This is an optimization exercise on Yosys and OpenROAD, whose aim is small area and a short achievable clock period, not a production implementation. In this exercise RTL edits were held to simulation tests only and were not proved equivalent to the original. No activity file was given, so power comes from the tool's default toggle rates.

===== config.mk =====
export PLATFORM = sky130hd
export DESIGN_NAME = echo_train_gen
export DESIGN_NICKNAME = echo_train_gen
export VERILOG_FILES = /design/flow/design.v
export SDC_FILE = /design/flow/constraint.sdc
export NUM_CORES = 4
export LEC_CHECK = 0
export CAP_MARGIN = 20
export CORE_MARGIN = 2
export CORE_UTILIZATION = 50
export CTS_CLUSTER_DIAMETER = 120
export CTS_CLUSTER_SIZE = 25
export PLACE_DENSITY = 0.8
export SETUP_SLACK_MARGIN = 5
export SLEW_MARGIN = 20

===== constraint.sdc =====
create_clock -name core_clock -period 10.5 [get_ports {clk}]
set_input_delay 2.1000 -clock core_clock [delete_from_list [all_inputs] [get_ports {clk}]]
set_output_delay 2.1000 -clock core_clock [all_outputs]
set_load 0.01 [all_outputs]

===== design.v =====
module echo_train_gen #(
  parameter int N_ECHO  = 5,
  parameter int DW      = 10,
  parameter int CNT_W   = 16,
  parameter int PERIOD  = 200,
  parameter int NOISE_W = 4
) (
  input  logic                          clk,
  input  logic                          reset,
  input  logic                          start,
  input  logic                          stop,
  input  logic                          mode,
  input  logic                          noise_en,
  input  logic [8*(N_ECHO+1)-1:0]       amp_i,
  input  logic [CNT_W*(N_ECHO+1)-1:0]   delay_i,
  output logic [DW-1:0]                 sum_o,
  output logic [7:0]                    start_o,
  output logic                          busy,
  output logic                          frame_o
);
  localparam int NP = N_ECHO + 1;
  logic             run_q;
  logic             busy_q;    
  logic             last_q;
  logic             first_q;
  logic [7:0]       cnt_q;
  logic [15:0]      lfsr_q;
  logic [DW-1:0]    sum_q;
  logic [7:0]       st_q;
  logic             frame_q;
  logic [7:0]       amp_q [NP];
  logic [7:0]       pos_q [NP];
  logic [7:0]       sb_q  [NP];
  logic [7:0]       h1_q  [NP];
  logic [7:0]       h2_q  [NP];
  logic             hc_q  [NP];
  logic [10:0]      y1_q, y2_q, y3_q;
  logic [7:0]       p0_q;
  logic go, ld;
  assign go = run_q && !stop;
  assign ld = !run_q || last_q;
  logic [7:0] sb_d [NP];
  for (genvar k = 0; k < NP; k++) begin : g_shape
    logic [7:0] u;
    logic       win;
    logic [7:0] s4;
    assign u = pos_q[k];
    assign win = (u[7:4] == 4'd0 && u[3:0] <= 4'd11) || (u[7:2] == 6'h3F);
    localparam logic [127:0] SHAPE4 = 128'h230e0502050e23477cb9ebffebb97c47;
    assign s4 = SHAPE4[8*u[3:0] +: 8];
    assign sb_d[k] = win ? s4 : 8'd0;
  end
  logic [7:0] h1_d [NP];
  logic [7:0] h2_d [NP];
  logic       hc_d [NP];
  for (genvar k = 0; k < NP; k++) begin : g_mul
    etg_mul u_mul (.a(amp_q[k]), .s(sb_q[k]), .h1(h1_d[k]), .h2(h2_d[k]), .hc(hc_d[k]));
  end
  logic [10:0] y1_d, y2_d, y3_d;
  etg_sum u_sum (
    .h1({h1_q[5], h1_q[4], h1_q[3], h1_q[2], h1_q[1], h1_q[0]}),
    .h2({h2_q[5], h2_q[4], h2_q[3], h2_q[2], h2_q[1], h2_q[0]}),
    .hc({hc_q[5], hc_q[4], hc_q[3], hc_q[2], hc_q[1], hc_q[0]}),
    .y1(y1_d), .y2(y2_d), .y3(y3_d));
  logic       v0   [NP];
  for (genvar k = 0; k < NP; k++) begin : g_early
    assign v0[k] = (&pos_q[k]) && amp_q[k][7];
  end
  logic [7:0] sb_in [NP];    
  logic [1:0] h1_in [NP];    
  logic       h2_in [NP];
  logic       hc_in [NP];
  logic [7:0] pos_in [NP];
  always_comb begin
    for (int k = 0; k < NP; k++) begin
      logic [7:0]  a;
      logic [15:0] d;
      logic        hz, d0, d1, d2;
      logic [8:0]  lo5;
      a  = amp_i[8*k +: 8];
      d  = delay_i[CNT_W*k +: CNT_W];
      hz = d[15:2] == 14'd0;
      d0 = hz && d[1:0] == 2'd0;
      d1 = hz && d[1:0] == 2'd1;
      d2 = hz && d[1:0] == 2'd2;
      lo5 = {1'b0, a[5:0], 2'b00} + {1'b0, a};
      sb_in[k]  = d0 ? 8'd14 : d1 ? 8'd5 : d2 ? 8'd2 : 8'd0;
      h1_in[k]  = d0 ? a[7:6] : 2'd0;
      h2_in[k]  = d1 && a[7];
      hc_in[k]  = d0 && lo5[8];
      pos_in[k] = (d[15:8] != 8'd0 || d[7:0] >= 8'(PERIOD)) ? 8'd13 : ~d[7:0];
    end
  end
  logic [2:0] x0;
  logic [4:0] x0n;
  logic s1, c1, s2, c2, s3, c3, s4, c4;
  assign s1 = v0[0] ^ v0[1] ^ v0[2];
  assign c1 = (v0[0] & v0[1]) | (v0[2] & (v0[0] ^ v0[1]));
  assign s2 = v0[3] ^ v0[4] ^ v0[5];
  assign c2 = (v0[3] & v0[4]) | (v0[5] & (v0[3] ^ v0[4]));
  assign s3 = s1 ^ s2 ^ lfsr_q[0];
  assign c3 = (s1 & s2) | (lfsr_q[0] & (s1 ^ s2));
  assign s4 = c1 ^ c2 ^ lfsr_q[1];
  assign c4 = (c1 & c2) | (lfsr_q[1] & (c1 ^ c2));
  assign x0  = {1'b0, c1, s1} + {1'b0, c2, s2};
  assign x0n = {1'b0, lfsr_q[3:2], s4, s3} + {1'b0, c4, c3, 1'b0};
  logic [10:0]   xs, xns;
  logic [DW-1:0] xsat, xnsat;
  assign xs    = y1_q + y2_q + y3_q;
  assign xns   = y1_q + y2_q + y3_q + 11'(lfsr_q[3:0]);
  assign xsat  = first_q ? 10'(x0)  : xs[10]  ? 10'd1023 : xs[9:0];
  assign xnsat = first_q ? 10'(x0n) : xns[10] ? 10'd1023 : xns[9:0];
  always_ff @(posedge clk or posedge reset) begin
    if (reset) begin
      run_q   <= 1'b0;
      busy_q  <= 1'b0;
      lfsr_q  <= 16'hACE1;
      sum_q   <= '0;
      st_q    <= '0;
      frame_q <= 1'b0;
    end else begin
      run_q   <= run_q ? !(stop || (last_q && !mode)) : (start && !stop);
      busy_q  <= busy_q ? !(stop || (last_q && !mode)) : (start && !stop);
      if (run_q) lfsr_q <= {lfsr_q[0] ^ lfsr_q[2] ^ lfsr_q[3] ^ lfsr_q[5], lfsr_q[15:1]};
      sum_q   <= go ? (noise_en ? xnsat : xsat) : 10'd0;
      st_q    <= go ? (first_q ? {7'd0, v0[0]} : p0_q) : 8'd0;
      frame_q <= go && last_q;
    end
  end
  always_ff @(posedge clk) begin
    cnt_q   <= ld ? 8'd0 : cnt_q + 8'd1;
    last_q  <= run_q && cnt_q == 8'(PERIOD - 2);
    first_q <= ld;
    for (int k = 0; k < NP; k++) begin
      if (ld) begin
        amp_q[k] <= amp_i[8*k +: 8];
        pos_q[k] <= pos_in[k];
        sb_q[k]  <= sb_in[k];
        h1_q[k]  <= {6'd0, h1_in[k]};
        h2_q[k]  <= {7'd0, h2_in[k]};
        hc_q[k]  <= hc_in[k];
      end else begin
        pos_q[k] <= pos_q[k] + 8'd1;
        sb_q[k]  <= sb_d[k];
        h1_q[k]  <= h1_d[k];
        h2_q[k]  <= h2_d[k];
        hc_q[k]  <= hc_d[k];
      end
    end
    y1_q <= y1_d;
    y2_q <= y2_d;
    y3_q <= y3_d;
    p0_q <= h1_q[0] + h2_q[0] + {7'd0, hc_q[0]};
  end
  assign sum_o   = sum_q;
  assign start_o = st_q;
  assign frame_o = frame_q;
  assign busy    = busy_q;
endmodule
module etg_mul (input logic [7:0] a, input logic [7:0] s, output logic [7:0] h1, output logic [7:0] h2, output logic hc);
  logic t1, t2, t3, t4, t5, t6, t7, t8, t9, t10, t11, t12, t13, t14, t15, t16;
  logic t17, t18, t19, t20, t21, t22, t23, t24, t25, t26, t27, t28, t29, t30, t31, t32;
  logic t33, t34, t35, t36, t37, t38, t39, t40, t41, t42, t43, t44, t45, t46, t47, t48;
  logic t49, t50, t51, t52, t53, t54, t55, t56, t57, t58, t59, t60, t61, t62, t63, t64;
  logic t65, t66, t67, t68, t69, t70, t71, t72, t73, t74, t75, t76, t77, t78, t79, t80;
  logic t81, t82, t83, t84;
  assign t1 = (a[0] & s[6]) ^ (a[1] & s[5]);
  assign t2 = (a[0] & s[6]) & (a[1] & s[5]);
  assign t3 = (a[0] & s[7]) ^ (a[1] & s[6]) ^ (a[2] & s[5]);
  assign t4 = ((a[0] & s[7]) & (a[1] & s[6])) | ((a[2] & s[5]) & ((a[0] & s[7]) ^ (a[1] & s[6])));
  assign t5 = (a[3] & s[4]) ^ (a[4] & s[3]);
  assign t6 = (a[3] & s[4]) & (a[4] & s[3]);
  assign t7 = (a[1] & s[7]) ^ (a[2] & s[6]) ^ (a[3] & s[5]);
  assign t8 = ((a[1] & s[7]) & (a[2] & s[6])) | ((a[3] & s[5]) & ((a[1] & s[7]) ^ (a[2] & s[6])));
  assign t9 = (a[4] & s[4]) ^ (a[5] & s[3]);
  assign t10 = (a[4] & s[4]) & (a[5] & s[3]);
  assign t11 = (a[2] & s[7]) ^ (a[3] & s[6]) ^ (a[4] & s[5]);
  assign t12 = ((a[2] & s[7]) & (a[3] & s[6])) | ((a[4] & s[5]) & ((a[2] & s[7]) ^ (a[3] & s[6])));
  assign t13 = (a[0] & s[4]) ^ (a[1] & s[3]);
  assign t14 = (a[0] & s[4]) & (a[1] & s[3]);
  assign t15 = (a[0] & s[5]) ^ (a[1] & s[4]) ^ (a[2] & s[3]);
  assign t16 = ((a[0] & s[5]) & (a[1] & s[4])) | ((a[2] & s[3]) & ((a[0] & s[5]) ^ (a[1] & s[4])));
  assign t17 = (a[3] & s[2]) ^ (a[4] & s[1]);
  assign t18 = (a[3] & s[2]) & (a[4] & s[1]);
  assign t19 = t1 ^ (a[2] & s[4]) ^ (a[3] & s[3]);
  assign t20 = (t1 & (a[2] & s[4])) | ((a[3] & s[3]) & (t1 ^ (a[2] & s[4])));
  assign t21 = (a[4] & s[2]) ^ (a[5] & s[1]) ^ (a[6] & s[0]);
  assign t22 = ((a[4] & s[2]) & (a[5] & s[1])) | ((a[6] & s[0]) & ((a[4] & s[2]) ^ (a[5] & s[1])));
  assign t23 = t2 ^ t3 ^ t5;
  assign t24 = (t2 & t3) | (t5 & (t2 ^ t3));
  assign t25 = (a[5] & s[2]) ^ (a[6] & s[1]) ^ (a[7] & s[0]);
  assign t26 = ((a[5] & s[2]) & (a[6] & s[1])) | ((a[7] & s[0]) & ((a[5] & s[2]) ^ (a[6] & s[1])));
  assign t27 = t4 ^ t6 ^ t7;
  assign t28 = (t4 & t6) | (t7 & (t4 ^ t6));
  assign t29 = t9 ^ (a[6] & s[2]) ^ (a[7] & s[1]);
  assign t30 = (t9 & (a[6] & s[2])) | ((a[7] & s[1]) & (t9 ^ (a[6] & s[2])));
  assign t31 = t8 ^ t10 ^ t11;
  assign t32 = (t8 & t10) | (t11 & (t8 ^ t10));
  assign t33 = (a[5] & s[4]) ^ (a[6] & s[3]) ^ (a[7] & s[2]);
  assign t34 = ((a[5] & s[4]) & (a[6] & s[3])) | ((a[7] & s[2]) & ((a[5] & s[4]) ^ (a[6] & s[3])));
  assign t35 = t12 ^ (a[3] & s[7]) ^ (a[4] & s[6]);
  assign t36 = (t12 & (a[3] & s[7])) | ((a[4] & s[6]) & (t12 ^ (a[3] & s[7])));
  assign t37 = (a[5] & s[5]) ^ (a[6] & s[4]) ^ (a[7] & s[3]);
  assign t38 = ((a[5] & s[5]) & (a[6] & s[4])) | ((a[7] & s[3]) & ((a[5] & s[5]) ^ (a[6] & s[4])));
  assign t39 = (a[4] & s[7]) ^ (a[5] & s[6]) ^ (a[6] & s[5]);
  assign t40 = ((a[4] & s[7]) & (a[5] & s[6])) | ((a[6] & s[5]) & ((a[4] & s[7]) ^ (a[5] & s[6])));
  assign t41 = (a[0] & s[3]) ^ (a[1] & s[2]);
  assign t42 = (a[0] & s[3]) & (a[1] & s[2]);
  assign t43 = t13 ^ (a[2] & s[2]) ^ (a[3] & s[1]);
  assign t44 = (t13 & (a[2] & s[2])) | ((a[3] & s[1]) & (t13 ^ (a[2] & s[2])));
  assign t45 = t14 ^ t15 ^ t17;
  assign t46 = (t14 & t15) | (t17 & (t14 ^ t15));
  assign t47 = t16 ^ t18 ^ t19;
  assign t48 = (t16 & t18) | (t19 & (t16 ^ t18));
  assign t49 = t20 ^ t22 ^ t23;
  assign t50 = (t20 & t22) | (t23 & (t20 ^ t22));
  assign t51 = t24 ^ t26 ^ t27;
  assign t52 = (t24 & t26) | (t27 & (t24 ^ t26));
  assign t53 = t28 ^ t30 ^ t31;
  assign t54 = (t28 & t30) | (t31 & (t28 ^ t30));
  assign t55 = t32 ^ t34 ^ t35;
  assign t56 = (t32 & t34) | (t35 & (t32 ^ t34));
  assign t57 = t36 ^ t38 ^ t39;
  assign t58 = (t36 & t38) | (t39 & (t36 ^ t38));
  assign t59 = t40 ^ (a[5] & s[7]) ^ (a[6] & s[6]);
  assign t60 = (t40 & (a[5] & s[7])) | ((a[6] & s[6]) & (t40 ^ (a[5] & s[7])));
  assign t61 = (a[0] & s[2]) ^ (a[1] & s[1]);
  assign t62 = (a[0] & s[2]) & (a[1] & s[1]);
  assign t63 = t41 ^ (a[2] & s[1]) ^ (a[3] & s[0]);
  assign t64 = (t41 & (a[2] & s[1])) | ((a[3] & s[0]) & (t41 ^ (a[2] & s[1])));
  assign t65 = t42 ^ t43 ^ (a[4] & s[0]);
  assign t66 = (t42 & t43) | ((a[4] & s[0]) & (t42 ^ t43));
  assign t67 = t44 ^ t45 ^ (a[5] & s[0]);
  assign t68 = (t44 & t45) | ((a[5] & s[0]) & (t44 ^ t45));
  assign t69 = t46 ^ t47 ^ t21;
  assign t70 = (t46 & t47) | (t21 & (t46 ^ t47));
  assign t71 = t48 ^ t49 ^ t25;
  assign t72 = (t48 & t49) | (t25 & (t48 ^ t49));
  assign t73 = t50 ^ t51 ^ t29;
  assign t74 = (t50 & t51) | (t29 & (t50 ^ t51));
  assign t75 = t52 ^ t53 ^ t33;
  assign t76 = (t52 & t53) | (t33 & (t52 ^ t53));
  assign t77 = t54 ^ t55 ^ t37;
  assign t78 = (t54 & t55) | (t37 & (t54 ^ t55));
  assign t79 = t56 ^ t57 ^ (a[7] & s[4]);
  assign t80 = (t56 & t57) | ((a[7] & s[4]) & (t56 ^ t57));
  assign t81 = t58 ^ t59 ^ (a[7] & s[5]);
  assign t82 = (t58 & t59) | ((a[7] & s[5]) & (t58 ^ t59));
  assign t83 = t60 ^ (a[6] & s[7]) ^ (a[7] & s[6]);
  assign t84 = (t60 & (a[6] & s[7])) | ((a[7] & s[6]) & (t60 ^ (a[6] & s[7])));
  logic [15:0] r1;
  assign r1 = {1'b0, t84, t82, t80, t78, t76, t74, t72, t70, t68, t66, t64, t62, t61, (a[0] & s[1]), (a[0] & s[0])};
  logic [15:0] r2;
  assign r2 = {1'b0, (a[7] & s[7]), t83, t81, t79, t77, t75, t73, t71, t69, t67, t65, t63, (a[2] & s[0]), (a[1] & s[0]), 1'b0};
  logic [8:0] lo;
  logic [3:0] top;
  assign lo  = {1'b0, r1[7:0]} + {1'b0, r2[7:0]};
  assign top = r1[15:12] + r2[15:12];
  assign hc  = lo[8];
  assign h1  = {top, r1[11:8]};
  assign h2  = {4'd0, r2[11:8]};
endmodule
module etg_sum (input logic [47:0] h1, input logic [47:0] h2, input logic [5:0] hc, output logic [10:0] y1, output logic [10:0] y2, output logic [10:0] y3);
  logic t1, t2, t3, t4, t5, t6, t7, t8, t9, t10, t11, t12, t13, t14, t15, t16;
  logic t17, t18, t19, t20, t21, t22, t23, t24, t25, t26, t27, t28, t29, t30, t31, t32;
  logic t33, t34, t35, t36, t37, t38, t39, t40, t41, t42, t43, t44, t45, t46, t47, t48;
  logic t49, t50, t51, t52, t53, t54, t55, t56, t57, t58, t59, t60, t61, t62, t63, t64;
  logic t65, t66, t67, t68, t69, t70, t71, t72, t73, t74, t75, t76, t77, t78, t79, t80;
  logic t81, t82, t83, t84, t85, t86, t87, t88, t89, t90, t91, t92, t93, t94, t95, t96;
  logic t97, t98, t99, t100, t101, t102, t103, t104, t105, t106, t107, t108, t109, t110, t111, t112;
  logic t113, t114, t115, t116, t117, t118, t119, t120;
  assign t1 = h1[0] ^ h2[0] ^ hc[0];
  assign t2 = (h1[0] & h2[0]) | (hc[0] & (h1[0] ^ h2[0]));
  assign t3 = h1[8] ^ h2[8] ^ hc[1];
  assign t4 = (h1[8] & h2[8]) | (hc[1] & (h1[8] ^ h2[8]));
  assign t5 = h1[16] ^ h2[16];
  assign t6 = h1[16] & h2[16];
  assign t7 = h1[1] ^ h2[1] ^ h1[9];
  assign t8 = (h1[1] & h2[1]) | (h1[9] & (h1[1] ^ h2[1]));
  assign t9 = t1 ^ t3 ^ t5;
  assign t10 = (t1 & t3) | (t5 & (t1 ^ t3));
  assign t11 = hc[2] ^ h1[24] ^ h2[24];
  assign t12 = (hc[2] & h1[24]) | (h2[24] & (hc[2] ^ h1[24]));
  assign t13 = t2 ^ t4 ^ t6;
  assign t14 = (t2 & t4) | (t6 & (t2 ^ t4));
  assign t15 = t7 ^ h2[9] ^ h1[17];
  assign t16 = (t7 & h2[9]) | (h1[17] & (t7 ^ h2[9]));
  assign t17 = h2[17] ^ h1[25] ^ h2[25];
  assign t18 = (h2[17] & h1[25]) | (h2[25] & (h2[17] ^ h1[25]));
  assign t19 = t8 ^ h1[2] ^ h2[2];
  assign t20 = (t8 & h1[2]) | (h2[2] & (t8 ^ h1[2]));
  assign t21 = h1[10] ^ h2[10] ^ h1[18];
  assign t22 = (h1[10] & h2[10]) | (h1[18] & (h1[10] ^ h2[10]));
  assign t23 = h2[18] ^ h1[26] ^ h2[26];
  assign t24 = (h2[18] & h1[26]) | (h2[26] & (h2[18] ^ h1[26]));
  assign t25 = h1[34] ^ h2[34];
  assign t26 = h1[34] & h2[34];
  assign t27 = h1[3] ^ h2[3] ^ h1[11];
  assign t28 = (h1[3] & h2[3]) | (h1[11] & (h1[3] ^ h2[3]));
  assign t29 = h2[11] ^ h1[19] ^ h2[19];
  assign t30 = (h2[11] & h1[19]) | (h2[19] & (h2[11] ^ h1[19]));
  assign t31 = h1[27] ^ h2[27] ^ h1[35];
  assign t32 = (h1[27] & h2[27]) | (h1[35] & (h1[27] ^ h2[27]));
  assign t33 = h2[35] ^ h1[43];
  assign t34 = h2[35] & h1[43];
  assign t35 = h1[4] ^ h1[12];
  assign t36 = h1[4] & h1[12];
  assign t37 = t9 ^ t11 ^ hc[3];
  assign t38 = (t9 & t11) | (hc[3] & (t9 ^ t11));
  assign t39 = h1[32] ^ h2[32];
  assign t40 = h1[32] & h2[32];
  assign t41 = t10 ^ t12 ^ t13;
  assign t42 = (t10 & t12) | (t13 & (t10 ^ t12));
  assign t43 = t15 ^ t17 ^ h1[33];
  assign t44 = (t15 & t17) | (h1[33] & (t15 ^ t17));
  assign t45 = h2[33] ^ h1[41];
  assign t46 = h2[33] & h1[41];
  assign t47 = t14 ^ t16 ^ t18;
  assign t48 = (t14 & t16) | (t18 & (t14 ^ t16));
  assign t49 = t19 ^ t21 ^ t23;
  assign t50 = (t19 & t21) | (t23 & (t19 ^ t21));
  assign t51 = t25 ^ h1[42] ^ h2[42];
  assign t52 = (t25 & h1[42]) | (h2[42] & (t25 ^ h1[42]));
  assign t53 = t20 ^ t22 ^ t24;
  assign t54 = (t20 & t22) | (t24 & (t20 ^ t22));
  assign t55 = t26 ^ t27 ^ t29;
  assign t56 = (t26 & t27) | (t29 & (t26 ^ t27));
  assign t57 = t31 ^ t33 ^ h2[43];
  assign t58 = (t31 & t33) | (h2[43] & (t31 ^ t33));
  assign t59 = t28 ^ t30 ^ t32;
  assign t60 = (t28 & t30) | (t32 & (t28 ^ t30));
  assign t61 = t34 ^ t35 ^ h1[20];
  assign t62 = (t34 & t35) | (h1[20] & (t34 ^ t35));
  assign t63 = h1[28] ^ h1[36] ^ h1[44];
  assign t64 = (h1[28] & h1[36]) | (h1[44] & (h1[28] ^ h1[36]));
  assign t65 = t36 ^ h1[5] ^ h1[13];
  assign t66 = (t36 & h1[5]) | (h1[13] & (t36 ^ h1[5]));
  assign t67 = h1[21] ^ h1[29] ^ h1[37];
  assign t68 = (h1[21] & h1[29]) | (h1[37] & (h1[21] ^ h1[29]));
  assign t69 = h1[6] ^ h1[14] ^ h1[22];
  assign t70 = (h1[6] & h1[14]) | (h1[22] & (h1[6] ^ h1[14]));
  assign t71 = h1[7] ^ h1[15];
  assign t72 = h1[7] & h1[15];
  assign t73 = t37 ^ t39 ^ hc[4];
  assign t74 = (t37 & t39) | (hc[4] & (t37 ^ t39));
  assign t75 = t38 ^ t40 ^ t41;
  assign t76 = (t38 & t40) | (t41 & (t38 ^ t40));
  assign t77 = t43 ^ t45;
  assign t78 = t43 & t45;
  assign t79 = t42 ^ t44 ^ t46;
  assign t80 = (t42 & t44) | (t46 & (t42 ^ t44));
  assign t81 = t47 ^ t49 ^ t51;
  assign t82 = (t47 & t49) | (t51 & (t47 ^ t49));
  assign t83 = t48 ^ t50 ^ t52;
  assign t84 = (t48 & t50) | (t52 & (t48 ^ t50));
  assign t85 = t53 ^ t55 ^ t57;
  assign t86 = (t53 & t55) | (t57 & (t53 ^ t55));
  assign t87 = t54 ^ t56 ^ t58;
  assign t88 = (t54 & t56) | (t58 & (t54 ^ t56));
  assign t89 = t59 ^ t61 ^ t63;
  assign t90 = (t59 & t61) | (t63 & (t59 ^ t61));
  assign t91 = t60 ^ t62 ^ t64;
  assign t92 = (t60 & t62) | (t64 & (t60 ^ t62));
  assign t93 = t65 ^ t67 ^ h1[45];
  assign t94 = (t65 & t67) | (h1[45] & (t65 ^ t67));
  assign t95 = t66 ^ t68 ^ t69;
  assign t96 = (t66 & t68) | (t69 & (t66 ^ t68));
  assign t97 = h1[30] ^ h1[38] ^ h1[46];
  assign t98 = (h1[30] & h1[38]) | (h1[46] & (h1[30] ^ h1[38]));
  assign t99 = t70 ^ t71 ^ h1[23];
  assign t100 = (t70 & t71) | (h1[23] & (t70 ^ t71));
  assign t101 = h1[31] ^ h1[39] ^ h1[47];
  assign t102 = (h1[31] & h1[39]) | (h1[47] & (h1[31] ^ h1[39]));
  assign t103 = t73 ^ h1[40];
  assign t104 = t73 & h1[40];
  assign t105 = t74 ^ t75 ^ t77;
  assign t106 = (t74 & t75) | (t77 & (t74 ^ t75));
  assign t107 = t76 ^ t78 ^ t79;
  assign t108 = (t76 & t78) | (t79 & (t76 ^ t78));
  assign t109 = t80 ^ t82 ^ t83;
  assign t110 = (t80 & t82) | (t83 & (t80 ^ t82));
  assign t111 = t84 ^ t86 ^ t87;
  assign t112 = (t84 & t86) | (t87 & (t84 ^ t86));
  assign t113 = t88 ^ t90 ^ t91;
  assign t114 = (t88 & t90) | (t91 & (t88 ^ t90));
  assign t115 = t92 ^ t94 ^ t95;
  assign t116 = (t92 & t94) | (t95 & (t92 ^ t94));
  assign t117 = t96 ^ t98 ^ t99;
  assign t118 = (t96 & t98) | (t99 & (t96 ^ t98));
  assign t119 = t100 ^ t102;
  assign t120 = t100 & t102;
  logic [10:0] r1;
  assign r1 = {1'b0, t120, t118, t116, t114, t112, t110, t108, t106, t104, t103};
  logic [10:0] r2;
  assign r2 = {1'b0, 1'b0, t119, t117, t115, t113, t111, t109, t107, t105, h2[40]};
  logic [10:0] r3;
  assign r3 = {1'b0, 1'b0, t72, t101, t97, t93, t89, t85, t81, h2[41], hc[5]};
  assign y1 = r1;
  assign y2 = r2;
  assign y3 = r3;
endmodule

===== flow/run.sh =====
#!/bin/bash
set -euo pipefail
MARGIN=${MARGIN:-7.0}
PORTBUF=${PORTBUF:-sky130_fd_sc_hd__buf_1}
sed -e "s/SETUP_SLACK_MARGIN=[0-9.]*/SETUP_SLACK_MARGIN=$MARGIN/" \
    -e "s/\"\${@:-finish}\"/BUFFER_PORTS_ARGS='-buffer_cell $PORTBUF' \"\${@:-finish}\"/" \
    standard.sh > standard_flow.sh
RES="$PWD/orfs/results/sky130hd/echo_train_gen/base"
bash standard_flow.sh "$RES/1_2_yosys.v" > synth.log 2>&1
cp "$RES/1_2_yosys.v" "$RES/1_2_yosys_standard.v"
python3 flow/polarity.py "$RES/1_2_yosys_standard.v" "$RES/1_2_yosys.v" > polarity.log 2>&1
bash standard_flow.sh > standard.log 2>&1

===== flow/polarity.py =====
#!/usr/bin/env python3
"""Rebalance signal polarity in a mapped netlist around full-adder cells.

A full adder is self-dual: with all three inputs inverted, both outputs come
out inverted. Some simple gates have a twin computing the inverted function
(AND2/NAND2, OR2/NOR2, XOR2/XNOR2, AND3/NAND3, OR3/NOR3). This pass chooses,
for each full adder and each such gate, whether it delivers its signal true or
inverted, so that fewer inverters and smaller gates are needed, then rebuilds
the inverters (one per signal whose other polarity is still needed).
Registers, ports and all other cells keep the logic values on their pins.

The choice is made by a greedy pass followed by simulated annealing (fixed
seed, so the result is reproducible).

usage: polarity.py IN.v OUT.v
"""
import re, sys, collections

LIB = "/OpenROAD-flow-scripts/flow/platforms/sky130hd/lib/sky130_fd_sc_hd__tt_025C_1v80.lib"
P = "sky130_fd_sc_hd__"
src = open(sys.argv[1]).read()
lib = open(LIB).read()
AREA = {}
for m in re.finditer(r'cell\s*\(\s*"?(\w+)"?\s*\)', lib):
    a = re.search(r"area\s*:\s*([\d.]+)", lib[m.end():m.end() + 3000])
    if a:
        AREA[m.group(1)] = float(a.group(1))

# twin cells: (type, output pin) <-> (type, output pin)
TWIN = {}
def pair(a, ao, b, bo):
    if P + a in AREA and P + b in AREA:
        TWIN[P + a] = (P + b, ao, bo)
        TWIN[P + b] = (P + a, bo, ao)
for a, b in (("and2_1", "nand2_1"), ("and2_2", "nand2_2"), ("and2_4", "nand2_4"),
             ("or2_1", "nor2_1"), ("or2_2", "nor2_2"), ("or2_4", "nor2_4"),
             ("and3_1", "nand3_1"), ("and3_2", "nand3_2"), ("and3_4", "nand3_4"),
             ("or3_1", "nor3_1"), ("or3_2", "nor3_2"), ("or3_4", "nor3_4")):
    pair(a, "X", b, "Y")
for a, b in (("xor2_1", "xnor2_1"), ("xor2_2", "xnor2_2"), ("xor2_4", "xnor2_4")):
    pair(a, "X", b, "Y")
# one-way mappings for sizes without a twin of the same size
for a, b in (("and2_0", "nand2_1"), ("or2_0", "nor2_1"), ("nand2_8", "and2_4"), ("nor2_8", "or2_4")):
    if P + a in AREA and P + b in AREA:
        ao = "X" if a.startswith(("and", "or")) else "Y"
        bo = "X" if b.startswith(("and", "or")) else "Y"
        TWIN[P + a] = (P + b, ao, bo)

OUT_PINS = {"X", "Y", "Q", "Q_N", "SUM", "COUT", "HI", "LO"}
inst_re = re.compile(r"^(\s*)(sky130_fd_sc_hd__\w+)\s+(\S+)\s*\((.*?)\);\n", re.S | re.M)
pin_re = re.compile(r"\.(\w+)\(([^()]*)\)")

cells = []          # [name, type, {pin: net}, span]
for m in inst_re.finditer(src):
    pins = {p: n.strip() for p, n in pin_re.findall(m.group(4))}
    cells.append([m.group(3), m.group(2), pins, m.span()])

outputs = set()
for rng, name in re.findall(r"^\s*output\s+(\[\d+:\d+\]\s+)?(\S+);", src, re.M):
    if rng:
        hi, lo = map(int, re.findall(r"\d+", rng))
        outputs.update(f"{name}[{i}]" for i in range(lo, hi + 1))
    else:
        outputs.add(name)

def is_const(n):
    return bool(re.fullmatch(r"1'h[01]|1'b[01]", n))

drv = {}
for c in cells:
    for p, n in c[2].items():
        if p in OUT_PINS and n:
            assert n not in drv, n
            drv[n] = (c, p)

def is_inv(c):
    return c[1].startswith(P + "inv_")
removable = [c for c in cells if is_inv(c) and c[2]["Y"] not in outputs]
rem = set(id(c) for c in removable)

lit_cache = {}
def lit(n):
    if is_const(n):
        return ("CONST", int(n[-1]))
    if n in lit_cache:
        return lit_cache[n]
    d = drv.get(n)
    if d and id(d[0]) in rem:
        s, q = lit(d[0][2]["A"])
        r = (s, q ^ 1) if s != "CONST" else ("CONST", q ^ 1)
    else:
        r = (n, 0)
    lit_cache[n] = r
    return r

def is_fa(c):
    return c[1].startswith(P + "fa_")
def outpin(c):
    return [p for p in c[2] if p in OUT_PINS and c[2][p]]

flex = [c for c in cells if id(c) not in rem and (is_fa(c) or c[1] in TWIN)]
flex_of_sig = {}
for c in flex:
    for p in outpin(c):
        flex_of_sig[c[2][p]] = c
ok = {id(c): not any(c[2][p] in outputs for p in outpin(c)) for c in flex}
phi = {id(c): 0 for c in flex}

consumers = []
for c in cells:
    if id(c) in rem:
        continue
    for p, n in c[2].items():
        if p in OUT_PINS or not n:
            continue
        consumers.append((c, p, lit(n)))

def avail(s):
    c = flex_of_sig.get(s)
    return phi[id(c)] if c is not None else 0

cons_by_sig = collections.defaultdict(list)
ins_of = collections.defaultdict(list)
for k, (c, p, (s, q)) in enumerate(consumers):
    if s != "CONST":
        cons_by_sig[s].append(k)
    if is_fa(c):
        ins_of[id(c)].append(k)

def need(k):
    c, p, (s, q) = consumers[k]
    return q ^ phi[id(c)] if is_fa(c) else q

INV_A = AREA[P + "inv_1"]
def sig_cost(s):
    a = avail(s)
    return INV_A * int(any(need(k) != a for k in cons_by_sig[s]))
def cell_cost(c):
    if is_fa(c) or not phi[id(c)]:
        return 0.0
    return AREA[TWIN[c[1]][0]] - AREA[c[1]]
def local(c):
    ss = set(c[2][p] for p in outpin(c))
    for k in ins_of[id(c)]:
        s = consumers[k][2][0]
        if s != "CONST":
            ss.add(s)
    return ss

all_sigs = set(cons_by_sig)
def total():
    return sum(sig_cost(s) for s in all_sigs) + sum(cell_cost(c) for c in flex)
before = total()
changed, passes = True, 0
while changed and passes < 50:
    changed = False
    passes += 1
    for c in flex:
        if not ok[id(c)]:
            continue
        ss = local(c)
        c0 = sum(sig_cost(s) for s in ss) + cell_cost(c)
        phi[id(c)] ^= 1
        c1 = sum(sig_cost(s) for s in ss) + cell_cost(c)
        if c1 < c0 - 1e-9:
            changed = True
        else:
            phi[id(c)] ^= 1
import random, math
rng = random.Random(1)
cand = [c for c in flex if ok[id(c)]]
cur = total()
best, best_phi = cur, dict(phi)
T0, T1, N = 6.0, 0.05, int(__import__('os').environ.get('SA_ITERS', '3000000'))
for it in range(N):
    T = T0 * (T1 / T0) ** (it / N)
    c = rng.choice(cand)
    ss = local(c)
    c0 = sum(sig_cost(x) for x in ss) + cell_cost(c)
    phi[id(c)] ^= 1
    c1 = sum(sig_cost(x) for x in ss) + cell_cost(c)
    d = c1 - c0
    if d <= 0 or rng.random() < math.exp(-d / T):
        cur += d
        if cur < best - 1e-9:
            best, best_phi = cur, dict(phi)
    else:
        phi[id(c)] ^= 1
phi.update(best_phi)
after = total()
nflip_fa = sum(phi[id(c)] for c in flex if is_fa(c))
nflip_g = sum(phi[id(c)] for c in flex if not is_fa(c))
sys.stderr.write(f"polarity: {len(removable)} inverters removable; cost {before:.1f} -> {after:.1f} um2; "
                 f"{nflip_fa} adders and {nflip_g} gates flipped\n")

inv_net, new_wires, new_cells = {}, [], []
def esc(n):
    return n + (" " if n.startswith("\\") else "")
def inverted(s):
    if s not in inv_net:
        k = len(inv_net)
        y = f"_pol_n{k}_"
        inv_net[s] = y
        new_wires.append(f"  wire {y};\n")
        new_cells.append(f"  {P}inv_1 _pol_i{k}_ (\n    .A({esc(s)}),\n    .Y({y})\n  );\n")
    return inv_net[s]

for k, (c, p, (s, q)) in enumerate(consumers):
    r = need(k)
    if s == "CONST":
        c[2][p] = f"1'h{r}"
    elif r == avail(s):
        c[2][p] = s
    else:
        c[2][p] = inverted(s)
for c in flex:
    if not is_fa(c) and phi[id(c)]:
        t2, po, po2 = TWIN[c[1]]
        net = c[2].pop(po)
        c[1] = t2
        c[2][po2] = net

out, pos = [], 0
end = src.rindex("endmodule")
for c in cells:
    a, b = c[3]
    out.append(src[pos:a])
    pos = b
    if id(c) in rem:
        continue
    indent = re.match(r"\s*", src[a:b]).group(0)
    pins = ",\n".join(f"{indent}  .{p}({esc(n)})" for p, n in c[2].items())
    out.append(f"{indent}{c[1]} {c[0]} (\n{pins}\n{indent});\n")
out.append(src[pos:end])
out.append("".join(new_wires))
out.append("".join(new_cells))
out.append(src[end:])
open(sys.argv[2], "w").write("".join(out))

===== standard.sh =====
#!/bin/bash
# synth_recipe.tcl (not shown) runs the flow's synth.tcl, then flattens the netlist and writes it again
# the make line also repeats each setting of config.mk as NAME=value (left out here)
make -C /OpenROAD-flow-scripts/flow DESIGN_CONFIG=/design/flow/config.mk WORK_HOME=/design/flow/orfs CLKGATE_MAP_FILE= SYNTH_SCRIPT=/design/flow/synth_recipe.tcl "${@:-finish}"

==> out/summary.txt, run 1 <==
fin util: 55.8%
WP data required: 10.94 ns
most frequent cells in the layout: fa_1, and2_1, nand2_1, dfxtp_1, ha_1
Final nets: 2894
DR vias/cell: 5.49
Cell Chain, Critical Path: and3_4, nand4_1, fa_2, inv_1, fa_2, ha_2, fa_1, inv_1, nand2_1, o21ai_0, a21oi_1, o21ai_0, a21oi_1
ANT nets after route: 0
clock period minus final worst setup slack: 3.39 ns
MaxCap Viol Count: 0
initial core utilization: 50.6%
status: no timing/DRC/antenna violations
flop2flop setup slack: 7.11 ns
TritonRoute pass-1 iters: 5
root buffer cell: clkbuf_16
deepest clock path buffer count: 3
clk slew on worst S/H paths: 0.10 ns
I/O pin total: 170
via count: 15796
vias in the first global route: 16765
floorplan die width: 215 um
total CTS buffers: 16
pre-CTS WS: 6.57 ns
core area: 44100 um2
CTS HTree Levels: 1
post-place instance area: 23600 um2
Filler Cell Count: 3756
cell depth of the worst setup path: 13
hold path start: h2_q[5][1]
Slew Viols, Final: 0
clock latency on the worst-skew pair: 0.52 ns
Power Density: 97.8 nW/um2
Post-Route Setup TNS: 0 ns
Clock Skew: 0.0157 ns
FF/Latch Area: 6850 um2
worst rel slew slack: 46.4%
Layout area overhead: 10.4%
nature of the critical path startpoint: flip-flop
max incr delay on CP: 0.63 ns
met3 WL: 2320 um
Setup crit start: pos_q[4][2]
TritonCTS clock tree: yes
DIE HEIGHT: 215 um
DR WL met2: 24500 um
Crit Path Class: reg2reg
R2R cell count: 13
Yosys warning total: 30
routed len/inst: 17.1 um
Max Clk Rate: 295 MHz
measured slew at the worst slew-check pin: 0.805 ns
crit path DAT: 3.83 ns
Pwr Total: 2410 uW
unrepaired setup endpoints after global routing: yes
layout cells sized above 1: 8.89%
Final Hold Fails: 0
M1 WL: 20800 um
post-DP HPWL: 38200 um
Total GRT Usage: 21.7%
final wirelength: 49200 um
Mapped Area: 22300 um2
Cells after Synth: 2093
mean cell area of the mapped netlist: 10.7 um2
hold path depth: 0
drt drc: 0
IO buf count: 169
Final Setup Violations: 0
Placer Congestion: 0.884
CP max FO: 14
Reg-to-Reg Start: pos_q[4][2]
initial antenna violation count: 1
GRT overflow: 0
Multi-input gate area: 15100 um2
Worst IR Drop VDD: 0.0000888 V
setup ws final: 7.11 ns
commonest non-fill, non-tap cell in the layout: fa_1
Worst setup EP type: flip-flop
crit-path leading delay family: adder cells
highest metal used: met4
WP buf/inv: 2
crit share post-route: 32.3%
row count: 77
Worst Hold Class: reg2reg
Initial DRC Count: 857
Static Leak: 0.0112 uW
fin area: 24600 um2
global-route wire length before repair: 82900 um
pin count of the biggest net entering global routing: 77
CTS Sinks: 305
DIE AREA: 46300 um2
Worst path slowest cell: fa_2
[per-stage QoR]
stage,cells,hold WS (ns)
3_5_place_dp,2813,0.315
2_1_floorplan,2093,0.310
6_report,2876,0.336
4_1_cts,2857,0.338
3_3_place_gp,2813,0.314
5_1_grt,2875,0.340
[power by group]
part	internal [uW]	switching, uW	leakage, uW
registers	1260	88.7	0.00274
clock network	314	389	0.000237
logic	167	185	0.00827
[flip-flops by register name, summed over array words and instances, names as in the netlist]
signal   cells
cnt_q        8
y1_q        10
pos_q       48
y3_q         9
p0_q         8
busy_q       1
last_q       1
h1_q        48
sb_q        48
first_q      1
y2_q         9
hc_q         6
run_q        1
st_q         8
sum_q       10
amp_q       48
lfsr_q      16
frame_q      1
h2_q        24
[worst register-to-register path: stages, from the launching register on]
cell	delay [ns]
dfxtp_2	0.51
and3_4	0.27
nand4_1	0.28
fa_2	0.63
inv_1	0.06
fa_2	0.33
ha_2	0.20
fa_1	0.47
inv_1	0.04
nand2_1	0.05
o21ai_0	0.09
a21oi_1	0.15
o21ai_0	0.10
a21oi_1	0.16
[area by class of cell]
class	instances	share of cell area (%)
well taps	592	3.01
clock inverters	3	0.107
inverters	131	2.05
repair buffers	207	3.75
multi-input cells	1612	61.4
diodes	1	0.0102
clock buffers	25	1.89
flip-flops and latches	305	27.8
[per-layer routing]
layer | vias to the layer above | GRT usage, %
met3 | 87 | 3.20
met5 | - | 0
li1 | 7392 | -
met2 | 385 | 37.8
met4 | 0 | 7.63
met1 | 7932 | 27.6
[repair_timing]
| item | CTS | global route |
|---|---|---|
| pin swaps | 5 | 21 |
| buffers inserted | 16 | 18 |
| resized for setup | 39 | 64 |
| endpoints found under the setup margin | 30 | 35 |
| hold buffers | 0 | 0 |
[worst paths after layout]
check	endpoint
max	sum_q[2]
min	y3_q[1]
max reg2reg	sum_q[2]
min reg2reg	y3_q[1]
max in group asynchronous	lfsr_q[5]
min in group asynchronous	sum_q[6]
==> run 2: changes to the inputs <==
--- a/flow/run.sh
+++ b/flow/run.sh
@@ -2,3 +2,3 @@
 set -euo pipefail
-MARGIN=${MARGIN:-7.0}
+MARGIN=${MARGIN:-7.4}
 PORTBUF=${PORTBUF:-sky130_fd_sc_hd__buf_1}
==> out/summary.txt, run 2 <==
Max Clk Rate: 303 MHz
most frequent cells in the layout: and2_1, fa_1, nand2_1, dfxtp_1, ha_1
fin area: 26100 um2
unrepaired setup endpoints after global routing: yes
Yosys warning total: 30
Filler Cell Count: 3563
nature of the critical path startpoint: flip-flop
Slew Viols, Final: 0
Multi-input gate area: 15900 um2
commonest non-fill, non-tap cell in the layout: and2_1
FF/Latch Area: 6870 um2
final wirelength: 52400 um
Placer Congestion: 0.903
Total GRT Usage: 22.6%
routed len/inst: 17.8 um
number of antenna diodes: 0
Cells after Synth: 2093
I/O pin total: 170
Crit Path Class: reg2reg
initial antenna violation count: 0
Power Density: 94.7 nW/um2
deepest clock path buffer count: 3
clock latency on the worst-skew pair: 0.53 ns
clock power share: 28.6%
IO buf count: 169
Final nets: 2965
Final Setup Violations: 0
clock period minus final worst setup slack: 3.30 ns
CTS Sinks: 305
post-place instance area: 23900 um2
mean cell area of the mapped netlist: 10.7 um2
row count: 77
flop2flop setup slack: 7.20 ns
vias in the first global route: 17278
worst rel slew slack: 52.4%
measured slew at the worst slew-check pin: 0.712 ns
clk slew on worst S/H paths: 0.09 ns
CTS HTree Levels: 1
TritonCTS clock tree: yes
floorplan die width: 215 um
initial core utilization: 50.6%
Layout area overhead: 16.8%
DIE HEIGHT: 215 um
core area: 44100 um2
MaxCap Viol Count: 0
crit path DAT: 3.76 ns
CP max FO: 2
post-DP HPWL: 38700 um
Worst Hold Class: reg2reg
Internal Power: 1770 uW
TritonRoute pass-1 iters: 5
total CTS buffers: 16
switching power: 698 uW
Worst IR Drop VDD: 0.0000899 V
crit share post-route: 31.4%
via count: 16255
GRT overflow: 0
sequential share of power: 55.0%
status: no timing/DRC/antenna violations
DR vias/cell: 5.52
pin count of the biggest net entering global routing: 53
Worst setup EP type: flip-flop
Clock Skew: 0.0183 ns
global-route wire length before repair: 85700 um
drt drc: 0
Mapped Area: 22300 um2
Sw Ratio: 28.3%
DIE AREA: 46300 um2
Final Hold Fails: 0
layout cells sized above 1: 18.9%
ANT nets after route: 0
root buffer cell: clkbuf_16
WP data required: 10.96 ns
Post-Route Setup TNS: 0 ns
Initial DRC Count: 930
Static Leak: 0.0117 uW
Logic pwr share: 16.5%
==> run 2: path summary, 6_finish.rpt <==
path                             start       end  cells after the start
setup reg to reg           pos_q[3][1]  sum_q[2]                     14
hold reg to reg             h2_q[5][1]   y3_q[1]                      0
setup / recovery           pos_q[3][1]  sum_q[2]                     14
min in group asynchronous        reset  sum_q[9]                      3
hold / removal              h2_q[5][1]   y3_q[1]                      0
max in group asynchronous        reset     run_q                      3
==> run 2: power by group through the flow <==
| stage | clock network [uW] | logic [uW] | registers [uW] |
|---|---|---|---|
| global placement | 0 | 317 | 1380 |
| detailed placement | 0 | 335 | 1380 |
| global route | 765 | 453 | 1370 |
| floorplan | 0 | 254 | 1340 |
| CTS | 718 | 372 | 1360 |
| finish | 706 | 406 | 1360 |
==> run 2: through the flow <==
| step | hold slack (ns) | setup WS [ns] | instances | util (%) | total power [uW] |
|---|---|---|---|---|---|
| 3_3_place_gp | 0.317 | 6.78 | 2814 | 54.1 | 1700 |
| 6_report | 0.344 | 7.20 | 2946 | 59.1 | 2470 |
| 4_1_cts | 0.343 | 7.21 | 2896 | 57.3 | 2450 |
| 5_1_grt | 0.352 | 7.10 | 2946 | 59.1 | 2590 |
| 3_5_place_dp | 0.327 | 6.62 | 2814 | 54.1 | 1720 |
| 2_1_floorplan | 0.310 | 6.97 | 2093 | - | 1590 |
==> run 2: critical path: stages, from the launching register on <==
cell     delay (ns)
dfxtp_4        0.37
ha_4           0.13
and3_4         0.18
nand4_1        0.28
fa_2           0.66
inv_2          0.05
fa_2           0.38
ha_4           0.18
fa_2           0.51
inv_1          0.04
nand2_1        0.05
o21ai_1        0.07
a21oi_1        0.15
o21ai_1        0.07
a21oi_1        0.11
==> run 2: metal layers <==
layer,global-route usage (%),vias up,wire length [um]
li1,-,7539,-
met1,28.9,8178,21600
met2,39.9,459,26700
met3,2.77,79,2660
met4,7.36,0,1370
met5,0,-,0
==> run 2: layout make-up <==
class | count | share of cell area [%]
clock buffers | 25 | 1.75
clock inverters | 3 | 0.0912
well taps | 592 | 2.84
multi-input cells | 1612 | 60.8
flip-flops and latches | 305 | 26.4
inverters | 131 | 1.92
repair buffers | 278 | 6.20
==> run 2: repair_timing <==
action | 4_1_cts | 5_1_grt
hold buffers | 0 | 0
setup buffers | 54 | 50
pin swaps | 125 | 91
cloned | 0 | 0
endpoints found under the setup margin | 106 | 77
gates resized for setup | 176 | 108
==> run 3: changes to the inputs <==
--- a/flow/run.sh
+++ b/flow/run.sh
@@ -2,3 +2,3 @@
 set -euo pipefail
-MARGIN=${MARGIN:-7.4}
+MARGIN=${MARGIN:-7.3}
 PORTBUF=${PORTBUF:-sky130_fd_sc_hd__buf_1}
==> out/summary.txt, run 3 <==
Total GRT Usage: 22.0%
Worst IR Drop VDD: 0.0000941 V
fin util: 57.8%
number of antenna diodes: 0
DIE HEIGHT: 215 um
max incr delay on CP: 0.54 ns
Cells after Synth: 2093
Inst Count DP: 2812
WP data required: 10.96 ns
Mapped Area: 22300 um2
initial core utilization: 50.6%
DIE AREA: 46300 um2
Pwr Total: 2460 uW
Worst Hold Class: reg2reg
pin count of the biggest net entering global routing: 70
layout cells sized above 1: 15.4%
DR vias/cell: 5.47
ANT nets after route: 0
Slew Viols, Final: 0
Non-Filler Instances: 2903
crit path DAT: 3.74 ns
measured slew at the worst slew-check pin: 0.847 ns
worst r2r dst: hc_q[4]
via count: 15893
status: no timing/DRC/antenna violations
Post-Route Setup TNS: 0 ns
Worst setup EP type: flip-flop
Initial DRC Count: 837
Crit Path Class: reg2reg
commonest non-fill, non-tap cell in the layout: and2_1
deepest clock path buffer count: 3
global-route wire length before repair: 83600 um
Worst path slowest cell: fa_1
row count: 77
R2R cell count: 8
total CTS buffers: 16
nature of the critical path startpoint: flip-flop
CP max FO: 6
clk slew on worst S/H paths: 0.10 ns
Clock Skew: 0.0213 ns
floorplan die width: 215 um
vias in the first global route: 16991
crit share post-route: 31.2%
routed len/inst: 17.2 um
Yosys warning total: 30
GRT overflow: 0
TritonCTS clock tree: yes
CTS Sinks: 305
IO buf count: 169
worst rel slew slack: 43.4%
Setup crit start: amp_q[4][1]
clock period minus final worst setup slack: 3.28 ns
mean cell area of the mapped netlist: 10.7 um2
I/O pin total: 170
TritonRoute pass-1 iters: 5
unrepaired setup endpoints after global routing: yes
Final Hold Fails: 0
WHS: 0.356 ns
final wirelength: 50100 um
MaxCap Viol Count: 0
Filler Cell Count: 3621
initial antenna violation count: 1
Power Density: 96.3 nW/um2
CP endpoint: hc_q[4]
CTS HTree Levels: 1
Static Leak: 0.0114 uW
Final Setup Violations: 0
root buffer cell: clkbuf_16
drt drc: 0
most frequent cells in the layout: and2_1, fa_1, nand2_1, dfxtp_1, ha_1
core area: 44100 um2
Cell Chain, Critical Path: and2_4, fa_1, fa_1, fa_1, fa_1, ha_4, o21ai_1, o22ai_1
clock latency on the worst-skew pair: 0.53 ns
post-DP HPWL: 37900 um
Layout area overhead: 14.3%
Placer Congestion: 0.866
Reg-to-Reg Start: amp_q[4][1]
flop2flop setup slack: 7.22 ns
most used cell, CP: fa_1
Final nets: 2922
Max Clk Rate: 305 MHz
-- run 3: layout make-up --
class | instances | area [um2] | area share [%]
clock buffers | 26 | 459 | 1.80
clock inverters | 2 | 22.5 | 0.0883
inverters | 131 | 510 | 2.00
multi-input cells | 1612 | 15700 | 61.6
flip-flops and latches | 305 | 6860 | 26.9
well taps | 592 | 741 | 2.90
repair buffers | 235 | 1200 | 4.71
-- run 3: power by group --
group          total [uW]  internal, uW  switching [uW]
Combinational         392           193             199
Clock                 707           310             398
Sequential           1360          1270            91.9
-- run 3: per-layer routing --
layer	global-route usage (%)	part of all wire (%)	wire length, um
met3	3.51	5.3	2680
met5	0	0	0
met4	7.17	3.1	1580
met2	38.8	51	25400
met1	27.6	41	20400
-- run 3: repair_timing --
action | 4_1_cts | 5_1_grt
hold buffers | 0 | 0
resized for setup | 153 | 85
endpoints found under the setup margin | 79 | 59
setup buffers | 48 | 15
pin swaps | 107 | 80
-- run 3: how the worst min path moves through the flow --
stage / from / to / slack (ns) / depth (start not counted)
floorplan: h2_q[5][0] / y2_q[0] / 0.31 / 0
global placement: h2_q[5][1] / y3_q[1] / 0.32 / 0
detailed placement: h2_q[5][1] / y3_q[1] / 0.34 / 0
CTS: h2_q[5][1] / y3_q[1] / 0.36 / 0
global route: h2_q[5][1] / y3_q[1] / 0.36 / 0
finish: h2_q[5][1] / y3_q[1] / 0.36 / 0
-- run 3: critical path, delay by kind of cell, from the launching register on --
kind / cells / cell delay [ns]
flops: 1 / 0.51
compound gates: 2 / 0.23
simple gates: 1 / 0.19
fa+ha+maj: 5 / 2.27
-- run 3: metrics by stage --
stage	setup WS, ns	area (um2)
6_report	7.22	25500
5_1_grt	7.10	25500
4_1_cts	7.20	25100
3_5_place_dp	6.64	23800
3_3_place_gp	6.80	23800
2_1_floorplan	6.97	22500
==> run 4: changes to the inputs <==
--- a/flow/run.sh
+++ b/flow/run.sh
@@ -2,3 +2,3 @@
 set -euo pipefail
-MARGIN=${MARGIN:-7.3}
+MARGIN=${MARGIN:-7.2}
 PORTBUF=${PORTBUF:-sky130_fd_sc_hd__buf_1}
==> out/summary.txt, run 4 <==
pin count of the biggest net entering global routing: 62
CTS Sinks: 305
Placer Congestion: 0.876
Cells after Synth: 2093
root buffer cell: clkbuf_16
CP max FO: 3
Worst IR Drop VDD: 0.0000936 V
Worst path slowest cell: fa_1
MaxCap Viol Count: 0
routed len/inst: 17.1 um
Worst setup EP type: flip-flop
I/O pin total: 170
post-place instance area: 23700 um2
crit share post-route: 31.4%
Total GRT Usage: 21.5%
post-cts hold buffer count: 0
deepest clock path buffer count: 3
final wirelength: 49400 um
Inst Count DP: 2813
WP data required: 10.91 ns
Reg-to-Reg Start: amp_q[2][2]
max incr delay on CP: 0.51 ns
crit-path leading delay family: adder cells
clock latency on the worst-skew pair: 0.53 ns
Power Density: 96.9 nW/um2
number of antenna diodes: 0
initial core utilization: 50.6%
crit path DAT: 3.71 ns
Setup crit start: amp_q[2][2]
via count: 15880
Worst Hold Class: reg2reg
Non-Filler Instances: 2886
Multi-input gate area: 15500 um2
vias in the first global route: 16614
Post-Route Setup TNS: 0 ns
clk slew on worst S/H paths: 0.10 ns
R2R cell count: 10
global-route wire length before repair: 81900 um
Final Setup Violations: 0
TritonCTS clock tree: yes
DIE AREA: 46300 um2
Layout area overhead: 12.6%
hold path depth: 0
floorplan die width: 215 um
initial antenna violation count: 0
Initial DRC Count: 1051
most used cell, CP: fa_1
total CTS buffers: 16
Static Leak: 0.0113 uW
DR vias/cell: 5.50
measured slew at the worst slew-check pin: 0.658 ns
worst rel slew slack: 56.0%
fin area: 25100 um2
Clock Skew: 0.0157 ns
cell depth of the worst setup path: 10
hold path start: h2_q[5][1]
ANT nets after route: 0
nature of the critical path startpoint: flip-flop
Pwr Total: 2440 uW
Final Hold Fails: 0
clock period minus final worst setup slack: 3.30 ns
Mapped Area: 22300 um2
Filler Cell Count: 3681
TritonRoute pass-1 iters: 5
core area: 44100 um2
drt drc: 0
CTS HTree Levels: 1
Yosys warning total: 30
unrepaired setup endpoints after global routing: yes
WP buf/inv: 2
GRT overflow: 0
FF/Latch Area: 6860 um2
Slew Viols, Final: 0
commonest non-fill, non-tap cell in the layout: fa_1
status: no timing/DRC/antenna violations
most frequent cells in the layout: fa_1, and2_1, nand2_1, dfxtp_1, ha_1
Max Clk Rate: 303 MHz
row count: 77
Crit Path Class: reg2reg
Final nets: 2905
Cell Chain, Critical Path: buf_4, nand2_1, fa_1, fa_1, fa_1, inv_1, fa_1, ha_2, o21ai_1, o22ai_1
post-DP HPWL: 37500 um
layout cells sized above 1: 13.2%
IO buf count: 169
DIE HEIGHT: 215 um
mean cell area of the mapped netlist: 10.7 um2
==> run 4: worst paths after layout <==
path / slack (ns) / end
setup / recovery: 7.20 / hc_q[2]
hold / removal: 0.34 / y3_q[1]
setup reg to reg: 7.20 / hc_q[2]
hold reg to reg: 0.34 / y3_q[1]
max in group asynchronous: 8.47 / run_q
min in group asynchronous: 1.65 / sum_q[8]
==> run 4: timing repair <==
| item | 4_1_cts | 5_1_grt |
|---|---|---|
| setup buffers | 34 | 11 |
| setup endpoints to repair | 90 | 62 |
| pin swaps | 38 | 56 |
| gates resized for setup | 122 | 68 |
==> run 4: cell type report <==
class	count	share of cell area [%]
tap	592	2.95
multi-input combinational	1612	61.7
clock inverter	2	0.0996
clock buffer	26	1.83
timing repair buffer	218	4.09
sequential	305	27.3
inverter	131	1.99
==> run 4: power breakdown <==
| part | internal, uW | leakage, uW | switching (uW) |
|---|---|---|---|
| Sequential | 1260 | 0.00274 | 90.1 |
| Clock | 311 | 0.000232 | 397 |
| Combinational | 178 | 0.00834 | 195 |
| Total | 1750 | 0.0113 | 682 |
==> run 4: per-layer routing <==
metal,up-vias,wire length (um),global-route usage [%]
li1,7412,-,-
met1,7988,20800,27.8
met2,397,24700,37.4
met3,83,2330,2.83
met4,0,1530,7.06
met5,-,0,0
==> run 4: metrics by stage <==
step	worst slack, ns	hold slack [ns]	utilization (%)
finish	7.20	0.338	56.9
CTS	7.16	0.339	56.2
global placement	6.77	0.318	53.8
global route	7.09	0.356	56.9
detailed placement	6.59	0.316	53.8
floorplan	6.97	0.310	-
==> run 5: changes to the inputs <==
--- a/flow/run.sh
+++ b/flow/run.sh
@@ -5,3 +5,3 @@
 sed -e "s/SETUP_SLACK_MARGIN=[0-9.]*/SETUP_SLACK_MARGIN=$MARGIN/" \
-    -e "s/\"\${@:-finish}\"/BUFFER_PORTS_ARGS='-buffer_cell $PORTBUF' \"\${@:-finish}\"/" \
+    -e "s/\"\${@:-finish}\"/BUFFER_PORTS_ARGS='-buffer_cell $PORTBUF' REMOVE_ABC_BUFFERS=1 \"\${@:-finish}\"/" \
     standard.sh > standard_flow.sh
==> out/summary.txt, run 5 <==
status: no timing/DRC/antenna violations
FF/Latch Area: 6860 um2
Clock Skew: 0.0317 ns
Multi-input gate area: 15500 um2
R2R cell count: 14
worst rel slew slack: 52.8%
Worst Hold Class: reg2reg
initial antenna violation count: 0
Slew Viols, Final: 0
final wirelength: 50100 um
MaxCap Viol Count: 0
end of the worst hold path: y3_q[1]
Power Density: 96.9 nW/um2
Layout area overhead: 13.3%
WP data required: 10.96 ns
clock latency on the worst-skew pair: 0.53 ns
root buffer cell: clkbuf_16
row count: 77
Worst setup EP type: flip-flop
most frequent cells in the layout: and2_1, fa_1, nand2_1, dfxtp_1, ha_1
Filler Cell Count: 3663
I/O pin total: 170
setup ws final: 7.13 ns
DIE HEIGHT: 215 um
DR vias/cell: 5.51
Final Setup Violations: 0
CTS HTree Levels: 1
deepest clock path buffer count: 3
Reg-to-Reg Start: pos_q[3][1]
via count: 16015
clk slew on worst S/H paths: 0.10 ns
ANT nets after route: 0
drt drc: 0
hold path depth: 0
DIE AREA: 46300 um2
unrepaired setup endpoints after global routing: yes
Final nets: 2925
GRT overflow: 0
Mapped Area: 22300 um2
mean cell area of the mapped netlist: 10.7 um2
measured slew at the worst slew-check pin: 0.708 ns
Final Hold Fails: 0
post-cts hold buffer count: 0
routed len/inst: 17.2 um
nature of the critical path startpoint: flip-flop
floorplan die width: 215 um
commonest non-fill, non-tap cell in the layout: and2_1
pin count of the biggest net entering global routing: 50
TritonCTS clock tree: yes
Worst IR Drop VDD: 0.0000957 V
CTS Sinks: 305
clock period minus final worst setup slack: 3.37 ns
vias in the first global route: 16645
CP max FO: 3
Post-Route Setup TNS: 0 ns
Crit Path Class: reg2reg
Yosys warning total: 30
crit path DAT: 3.83 ns
flop2flop setup slack: 7.13 ns
Max Clk Rate: 297 MHz
hold path start: h2_q[5][1]
IO buf count: 169
total CTS buffers: 16
initial core utilization: 50.6%
number of antenna diodes: 0
TritonRoute pass-1 iters: 8
Cells after Synth: 2093
pre-CTS WS: 6.55 ns
worst r2r dst: sum_q[2]
Total GRT Usage: 21.6%
core area: 44100 um2
Placer Congestion: 0.867
Static Leak: 0.0114 uW
layout cells sized above 1: 13.7%
post-DP HPWL: 37800 um
global-route wire length before repair: 82200 um
Initial DRC Count: 903
crit share post-route: 32.1%
==> run 5: cell type report <==
| cell class | count | area share (%) |
|---|---|---|
| Inverter | 131 | 1.99 |
| Multi-Input combinational cell | 1612 | 61.2 |
| Sequential cell | 305 | 27.1 |
| Clock inverter | 2 | 0.0890 |
| Timing Repair Buffer | 238 | 4.76 |
| Tap cell | 592 | 2.93 |
| Clock buffer | 26 | 1.86 |
==> run 5: worst max-delay path by stage <==
stage | endpoint | start | depth (start not counted)
after global routing | sum_q[2] | pos_q[3][1] | 14
after CTS | h1_q[0][6] | amp_q[0][2] | 11
after floorplan | h1_q[0][1] | run_q | 7
after global placement | h1_q[3][1] | delay_i[52] | 7
after detailed placement | h1_q[2][0] | delay_i[36] | 6
final | sum_q[2] | pos_q[3][1] | 14
==> run 5: power by group <==
group | switching (uW) | internal, uW | total, uW
Combinational | 201 | 186 | 386
Clock | 400 | 315 | 715
Sequential | 86.5 | 1260 | 1350
==> run 5: through the flow <==
stage | cell area, um2 | util [%] | power [uW] | instances | hold WS (ns)
6_report | 25300 | 57.3 | 2450 | 2906 | 0.336
5_1_grt | 25300 | 57.3 | 2570 | 2906 | 0.356
2_1_floorplan | 22100 | - | 1580 | 2048 | 0.310
3_3_place_gp | 23600 | 53.4 | 1690 | 2815 | 0.315
3_5_place_dp | 23600 | 53.4 | 1710 | 2815 | 0.315
4_1_cts | 24700 | 56.0 | 2450 | 2876 | 0.339
==> run 5: worst max-delay path: stages, from the launching register on <==
cell and delay, ns:
dfxtp_4 0.38, ha_4 0.14, and3_4 0.20, nand4_1 0.32
fa_2 0.69, inv_2 0.05, fa_2 0.38, ha_4 0.17
fa_1 0.47, inv_1 0.03, nand2_1 0.05, o21ai_1 0.07
a21oi_1 0.15, o21ai_1 0.08, a21oi_1 0.11
==> run 5: repair_timing <==
| action | 4_1_cts | 5_1_grt |
|---|---|---|
| pin swaps | 36 | 85 |
| setup buffers | 33 | 30 |
| setup endpoints to repair | 71 | 45 |
| resized for setup | 137 | 94 |
==> run 5: per-layer routing <==
| metal | track usage, % | wire length, um | share of wire (%) |
|---|---|---|---|
| met1 | 27.6 | 20600 | 41 |
| met5 | 0 | 0 | 0 |
| met3 | 2.99 | 2740 | 5.5 |
| met2 | 38.0 | 25000 | 50 |
| met4 | 7.06 | 1740 | 3.5 |

-- what the ideal ports hide --
Ports are ideal in the flow. The routed layouts listed here were re-timed in OpenROAD.
Step 1 (the two cells are an assumption about what drives the block):
set clk [get_ports {clk}]
set_driving_cell -lib_cell sky130_fd_sc_hd__clkbuf_16 $clk
set_driving_cell -lib_cell sky130_fd_sc_hd__buf_2 [delete_from_list [all_inputs] $clk]
Step 2 adds t to the input delays and takes it off the output delays; t is the mean of the earliest and latest rising clock arrival at the registers after step 1. Input paths then give back, and output paths get back, about the clock's delay inside the block.
Slacks: ideal / step 1 / step 2; pairs: ideal / step 1.
| run | shift t [ns] | setup WS [ns] | hold WS [ns] | worst setup path after step 2 | cell pins on the clock port's net |
|---|---|---|---|---|---|
| run 1 | 0.566 | 7.109 / 7.108 / 6.655 | 0.336 / 0.336 / 0.336 | input to register | 1 |
| run 2 | 0.583 | 7.201 / 7.201 / 6.764 | 0.344 / 0.344 / 0.344 | input to register | 1 |
| run 3 | 0.578 | 7.219 / 7.200 / 6.789 | 0.356 / 0.356 / 0.356 | input to register | 1 |
| run 4 | 0.573 | 7.202 / 7.202 / 6.737 | 0.338 / 0.338 / 0.338 | input to register | 1 |
| run 5 | 0.572 | 7.129 / 7.129 / 6.732 | 0.336 / 0.336 / 0.336 | input to register | 1 |
After both steps every run listed still meets setup and hold. The setup slack of run 4, which loses most, moves by 0.000 ns with the drivers and by -0.465 ns with both steps.
